This design comes from an exercise in tuning for small area and a short achievable clock period on the open sky130 flow, not from production work. Function was checked by simulation only, so behaviour that the tests miss may differ from the original. Power figures rest on the tool's default switching activity, not on a simulated workload.

run 1:
==> flow/design.v <==
module ms_oai22 #(parameter int W = 1) (
  input  logic [W-1:0] a1, a2, b1, b2,
  output logic [W-1:0] y
);
  assign y = ~((a1 | a2) & (b1 | b2));
endmodule
module ms_aoi22 #(parameter int W = 1) (
  input  logic [W-1:0] a1, a2, b1, b2,
  output logic [W-1:0] y
);
  assign y = ~((a1 & a2) | (b1 & b2));
endmodule
module ms_rd_join (
  input  logic [10:0] p,
  input  logic [5:0]  n,
  output logic        y
);
  assign y = (|p) | ~(&n);
endmodule
module ms_or2 (
  input  logic a, b,
  output logic y
);
  assign y = a | b;
endmodule
module ms_nor2 (
  input  logic a, b,
  output logic y
);
  assign y = ~(a | b);
endmodule
module mem_slave #(
  parameter int unsigned WIDTH       = 16,
  parameter int unsigned DEPTH       = 64,
  parameter int unsigned ADDR_WIDTH  = $clog2(DEPTH),
  parameter int unsigned WAIT_CYCLES = 2
) (
  input  logic                  clk,
  input  logic                  res,
  input  logic                  bus_wr_rd,
  input  logic [ADDR_WIDTH-1:0] bus_addr,
  input  logic [WIDTH-1:0]      bus_wdata,
  input  logic                  bus_valid,
  output logic                  bus_ready,
  output logic [WIDTH-1:0]      bus_rdata,
  output logic                  bus_rdata_vld
);
  localparam int N6 = 10;   
  logic             ready_q, w1_q, w2_q, rq1_q, rq2_q, pend_q;
  logic             rdt_q, rdb_q;
  logic [5:0]       ph6_q;       
  logic [3:0]       ph4_q;
  logic             we_q;
  logic [N6:0]      rsel_q;      
  logic [5:0]       p6_q;        
  logic [3:0]       p4_q;        
  logic [3:0]       tsel_q;      
  logic [1:0]       smatch_q;    
  logic [WIDTH-1:0] wdata_q;
  logic [WIDTH-1:0] rdbuf_q;
  logic [WIDTH-1:0] rdata_q;
  logic             rdata_vld_q;
  logic [WIDTH-1:0] m6_q [N6][6];
  logic [WIDTH-1:0] m4_q [4];
  logic             accept;
  logic             clr;
  logic [2:0]       h, l;
  logic             is4_d;
  logic [N6:0]      rdec;
  logic [5:0]       oh6;
  logic [3:0]       oh4;
  logic [5:0]       p6_d;
  logic [3:0]       p4_d;
  logic [WIDTH-1:0] wsrc, wsrc_n;
  logic [WIDTH-1:0] rd_word;
  logic             pos_odd;
  assign accept = ready_q && bus_valid;
  assign clr    = res || rq1_q || rq2_q;
  assign wsrc   = clr ? '0 : wdata_q;
  assign wsrc_n = ~wsrc;
  assign h     = bus_addr[5:3];
  assign l     = bus_addr[2:0];
  assign is4_d = l[2] && l[1] && h[2] && h[1];
  always_comb begin
    for (int r = 0; r < 8; r++) rdec[r] = (h == 3'(r)) && !(l[2] && l[1]);
    rdec[8]  = l[2] && l[1] && !l[0] && !(h[2] && h[1]);
    rdec[9]  = l[2] && l[1] &&  l[0] && !(h[2] && h[1]);
    rdec[10] = is4_d;
  end
  always_comb begin
    for (int o = 0; o < 6; o++) oh6[o] = (l == 3'(o)) || (l[2] && l[1] && h == 3'(o));
    for (int o = 0; o < 4; o++) oh4[o] = is4_d && l[0] == o[1] && h[0] == o[0];
  end
  always_comb begin
    for (int k = 0; k < 6; k++) begin
      p6_d[k] = 1'b0;
      for (int o = 0; o < 6; o++) p6_d[k] = p6_d[k] | (oh6[o] && ph6_q[(k - o + 11) % 6]);
      if (!ready_q) p6_d[k] = p6_q[(k + 5) % 6];
    end
    for (int k = 0; k < 4; k++) begin
      p4_d[k] = 1'b0;
      for (int o = 0; o < 4; o++) p4_d[k] = p4_d[k] | (oh4[o] && ph4_q[(k - o + 7) % 4]);
      if (!ready_q) p4_d[k] = p4_q[(k + 3) % 4];
    end
  end
  assign pos_odd = p6_d[1] || p6_d[3] || p6_d[5] || p4_d[1] || p4_d[3];
  logic [N6:0]      s0, ns0;
  logic [N6-1:0]    s1, ns1, s2;
  logic             s3;
  always_comb begin
    for (int r = 0; r <= N6; r++) s0[r] = rsel_q[r] && tsel_q[0];
    for (int r = 0; r < N6; r++) begin
      s1[r] = rsel_q[r] && tsel_q[1];
      s2[r] = rsel_q[r] && tsel_q[2];
    end
    s3  = tsel_q[3];
    ns0 = ~s0;
    ns1 = ~s1;
  end
  logic [WIDTH-1:0] pp [11];
  logic [WIDTH-1:0] nn [6];
  for (genvar i = 0; i < 5; i++) begin : g_rd
    ms_oai22 #(.W(WIDTH)) u_g0 (
      .a1(m6_q[2*i][0]), .a2({WIDTH{ns0[2*i]}}),
      .b1(m6_q[2*i+1][0]), .b2({WIDTH{ns0[2*i+1]}}), .y(pp[i]));
    ms_oai22 #(.W(WIDTH)) u_g1 (
      .a1(m6_q[2*i][2]), .a2({WIDTH{ns1[2*i]}}),
      .b1(m6_q[2*i+1][2]), .b2({WIDTH{ns1[2*i+1]}}), .y(pp[5+i]));
    ms_aoi22 #(.W(WIDTH)) u_g2 (
      .a1(m6_q[2*i][4]), .a2({WIDTH{s2[2*i]}}),
      .b1(m6_q[2*i+1][4]), .b2({WIDTH{s2[2*i+1]}}), .y(nn[i]));
  end
  assign pp[10] = ~(m4_q[0] | {WIDTH{ns0[N6]}});
  assign nn[5]  = ~(m4_q[2] & {WIDTH{s3}});
  for (genvar b = 0; b < WIDTH; b++) begin : g_join
    logic [10:0] pb;
    logic [5:0]  nb;
    for (genvar i = 0; i < 11; i++) begin : g_p
      assign pb[i] = pp[i][b];
    end
    for (genvar i = 0; i < 6; i++) begin : g_n
      assign nb[i] = nn[i][b];
    end
    ms_rd_join u_join (.p(pb), .n(nb), .y(rd_word[b]));
  end
  always_ff @(posedge clk) begin
    if (res) begin
      ready_q     <= 1'b0;
      w1_q        <= 1'b0;
      w2_q        <= 1'b0;
      pend_q      <= 1'b0;
      rdt_q       <= 1'b0;
      rdb_q       <= 1'b0;
      ph6_q       <= 6'd1;
      ph4_q       <= 4'd1;
      rdata_q     <= '0;
      rdata_vld_q <= 1'b0;
    end else begin
      ready_q     <= !accept && !w1_q;
      w1_q        <= accept;
      w2_q        <= w1_q;
      pend_q      <= (accept && bus_wr_rd) || (we_q && (w1_q || w2_q));
      rdt_q       <= w1_q && !we_q && !pos_odd;
      rdb_q       <= w1_q && !we_q && pos_odd;
      ph6_q       <= {ph6_q[4:0], ph6_q[5]};
      ph4_q       <= {ph4_q[2:0], ph4_q[3]};
      rdata_vld_q <= w2_q && !we_q;
      if (rdt_q) rdata_q <= rd_word;
      else if (rdb_q) rdata_q <= rdbuf_q;
    end
    rq1_q <= res;
    rq2_q <= rq1_q;
  end
  always_ff @(posedge clk) begin
    if (ready_q) begin
      we_q    <= bus_wr_rd;
      rsel_q  <= rdec;
        wdata_q <= bus_wdata;
    end
    p6_q        <= p6_d;
    p4_q        <= p4_d;
    tsel_q      <= {p4_d[1] || p4_d[2], p6_d[3] || p6_d[4], p6_d[1] || p6_d[2],
                    p6_d[5] || p6_d[0] || p4_d[0] || p4_d[3]};
    smatch_q[0] <= p6_d[5] || p4_d[3];
    smatch_q[1] <= p6_d[2] || p4_d[1];
    rdbuf_q <= rd_word;
  end
  logic [N6:0] q0, q1, ws0, ws1, wk0, wk1;
  always_comb begin
    for (int r = 0; r <= N6; r++) begin
      q0[r] = rq1_q || rq2_q || (pend_q && rsel_q[r] && smatch_q[0]);
      q1[r] = rq1_q || rq2_q || (pend_q && rsel_q[r] && smatch_q[1]);
    end
  end
  for (genvar r = 0; r <= N6; r++) begin : g_ws
    ms_or2  u_ws0 (.a(res), .b(q0[r]), .y(ws0[r]));
    ms_or2  u_ws1 (.a(res), .b(q1[r]), .y(ws1[r]));
    ms_nor2 u_wk0 (.a(res), .b(q0[r]), .y(wk0[r]));
    ms_nor2 u_wk1 (.a(res), .b(q1[r]), .y(wk1[r]));
  end
  logic [WIDTH-1:0] d6s0 [N6];
  logic [WIDTH-1:0] d6s1 [N6];
  logic [WIDTH-1:0] d4s0, d4s1;
  for (genvar r = 0; r < N6; r++) begin : g_slot
    ms_oai22 #(.W(WIDTH)) u_s0 (
      .a1(m6_q[r][5]), .a2({WIDTH{ws0[r]}}), .b1(wsrc), .b2({WIDTH{wk0[r]}}), .y(d6s0[r]));
    ms_oai22 #(.W(WIDTH)) u_s1 (
      .a1(m6_q[r][2]), .a2({WIDTH{ws1[r]}}), .b1(wsrc_n), .b2({WIDTH{wk1[r]}}), .y(d6s1[r]));
  end
  ms_oai22 #(.W(WIDTH)) u_s40 (
    .a1(m4_q[3]), .a2({WIDTH{ws0[N6]}}), .b1(wsrc), .b2({WIDTH{wk0[N6]}}), .y(d4s0));
  ms_oai22 #(.W(WIDTH)) u_s41 (
    .a1(m4_q[1]), .a2({WIDTH{ws1[N6]}}), .b1(wsrc_n), .b2({WIDTH{wk1[N6]}}), .y(d4s1));
  always_ff @(posedge clk) begin
    for (int r = 0; r < N6; r++) begin
      m6_q[r][0] <= d6s0[r];
      m6_q[r][1] <= m6_q[r][0];
      m6_q[r][2] <= m6_q[r][1];
      m6_q[r][3] <= d6s1[r];
      m6_q[r][4] <= m6_q[r][3];
      m6_q[r][5] <= m6_q[r][4];
    end
    m4_q[0] <= d4s0;
    m4_q[1] <= m4_q[0];
    m4_q[2] <= d4s1;
    m4_q[3] <= m4_q[2];
  end
  assign bus_ready     = ready_q;
  assign bus_rdata     = rdata_q;
  assign bus_rdata_vld = rdata_vld_q;
endmodule
clock: 5.0 ns
lec_check: 0
abc_clock_period_in_ps: 2000
cap_margin: 20
core_margin: 2
core_utilization: 40
cts_cluster_diameter: 80
cts_cluster_size: 25
setup_slack_margin: 2.8
slew_margin: 20
synth_hierarchical: 1
run.sh (not shown) runs the stock make flow with config.mk's settings and CLKGATE_MAP_FILE= SYNTH_SCRIPT=/design/flow/synth_recipe.tcl, a recipe that flattens the netlist after the stock synthesis.
### run 1 -> run 2
diff --git a/flow/design.v b/flow/design.v
--- a/flow/design.v
+++ b/flow/design.v
@@ -15,7 +15,40 @@
   input  logic [5:0]  n,
   output logic        y
 );
-  assign y = (|p) | ~(&n);
+  logic [5:0] q;
+  logic [2:0] m;
+  logic [1:0] r;
+  logic       t0, t1;
+  for (genvar i = 0; i < 5; i++) begin : g_q
+    ms_nor2 u_q (.a(p[2*i]), .b(p[2*i+1]), .y(q[i]));
+  end
+  ms_nor2 u_q5 (.a(p[10]), .b(1'b0), .y(q[5]));
+  for (genvar i = 0; i < 3; i++) begin : g_m
+    ms_nand2 u_m (.a(n[2*i]), .b(n[2*i+1]), .y(m[i]));
+  end
+  ms_nand3 u_r0 (.a(q[0]), .b(q[1]), .c(q[2]), .y(r[0]));
+  ms_nand3 u_r1 (.a(q[3]), .b(q[4]), .c(q[5]), .y(r[1]));
+  ms_nor3  u_t0 (.a(r[0]), .b(r[1]), .c(m[0]), .y(t0));
+  ms_nor2  u_t1 (.a(m[1]), .b(m[2]), .y(t1));
+  ms_nand2 u_y  (.a(t0), .b(t1), .y(y));
+endmodule
+module ms_nand2 (
+  input  logic a, b,
+  output logic y
+);
+  assign y = ~(a & b);
+endmodule
+module ms_nand3 (
+  input  logic a, b, c,
+  output logic y
+);
+  assign y = ~(a & b & c);
+endmodule
+module ms_nor3 (
+  input  logic a, b, c,
+  output logic y
+);
+  assign y = ~(a | b | c);
 endmodule
 module ms_or2 (
   input  logic a, b,
@@ -76,8 +109,12 @@
   logic             pos_odd;
   assign accept = ready_q && bus_valid;
   assign clr    = res || rq1_q || rq2_q;
-  assign wsrc   = clr ? '0 : wdata_q;
-  assign wsrc_n = ~wsrc;
+  logic [WIDTH-1:0] wdata_n;
+  assign wdata_n = ~wdata_q;
+  for (genvar b = 0; b < WIDTH; b++) begin : g_wsrc
+    ms_nor2 u_p (.a(wdata_n[b]), .b(clr), .y(wsrc[b]));
+    ms_or2  u_n (.a(wdata_n[b]), .b(clr), .y(wsrc_n[b]));
+  end
   assign h     = bus_addr[5:3];
   assign l     = bus_addr[2:0];
   assign is4_d = l[2] && l[1] && h[2] && h[1];
## What came out
Run 2: full flow OK, the timing, DRC and antenna checks passed
The estimated power of run 2 ends up lower than the estimate for run 1.
The y dimension of the die in run 2 was higher than what run 1 gave.
NOTE final HPWL from detailed placement run 1->run 2 increased slightly
Summary: final critical path time including I/O delays and setup, run 2 better than run 1
Run 2: share of post-route cells with drive strength above 1 is 0.53 points lower than what run 1 reported.
STATUS fmax: run 2 wins against run 1
Run 2 against run 1: number of antenna violations at the first check in global routing moved up; final setup slack of the worst path grew by 0.046 ns; final setup skew now sits lower.
In the floorplan summary, run 2 is listed with a die area greater than that of run 1.
In the final design statistics, run 2 uses more standard cells in total than run 1.
Between run 2 and run 1, area growth from synthesis to layout is higher for run 1, run 2 comes in under that.

==> afterwards: timing with drivers on the ports <==
The flow's constraints put no driver on any port. The routed layouts listed below were extracted and timed again, unchanged, in two steps.
Step 1 sets driving cells, clkbuf_16 on the clock port and buf_2 on the other inputs (assumed; they add their load-dependent delay and slew).
Step 2 adds t to the input delays and takes it off the output delays; t is the mean of the earliest and latest rising clock arrival at the registers after step 1. Input paths then give back, and output paths get back, about the clock's delay inside the block.
Slacks: no drivers / after step 1 / after step 2; pairs: no drivers / after step 1.
run | t, ns | setup slack, ns | hold slack, ns | pins driven straight from the clock port
run 1 | 0.698 | 2.709 / 2.709 / 2.087 | 0.322 / 0.322 / 0.322 | 1
run 2 | 0.693 | 2.755 / 2.755 / 2.105 | 0.329 / 0.329 / 0.329 | 1
After both steps every run listed still meets setup and hold. The setup slack of run 2, which loses most, moves by 0.000 ns with the drivers and by -0.650 ns with both steps.
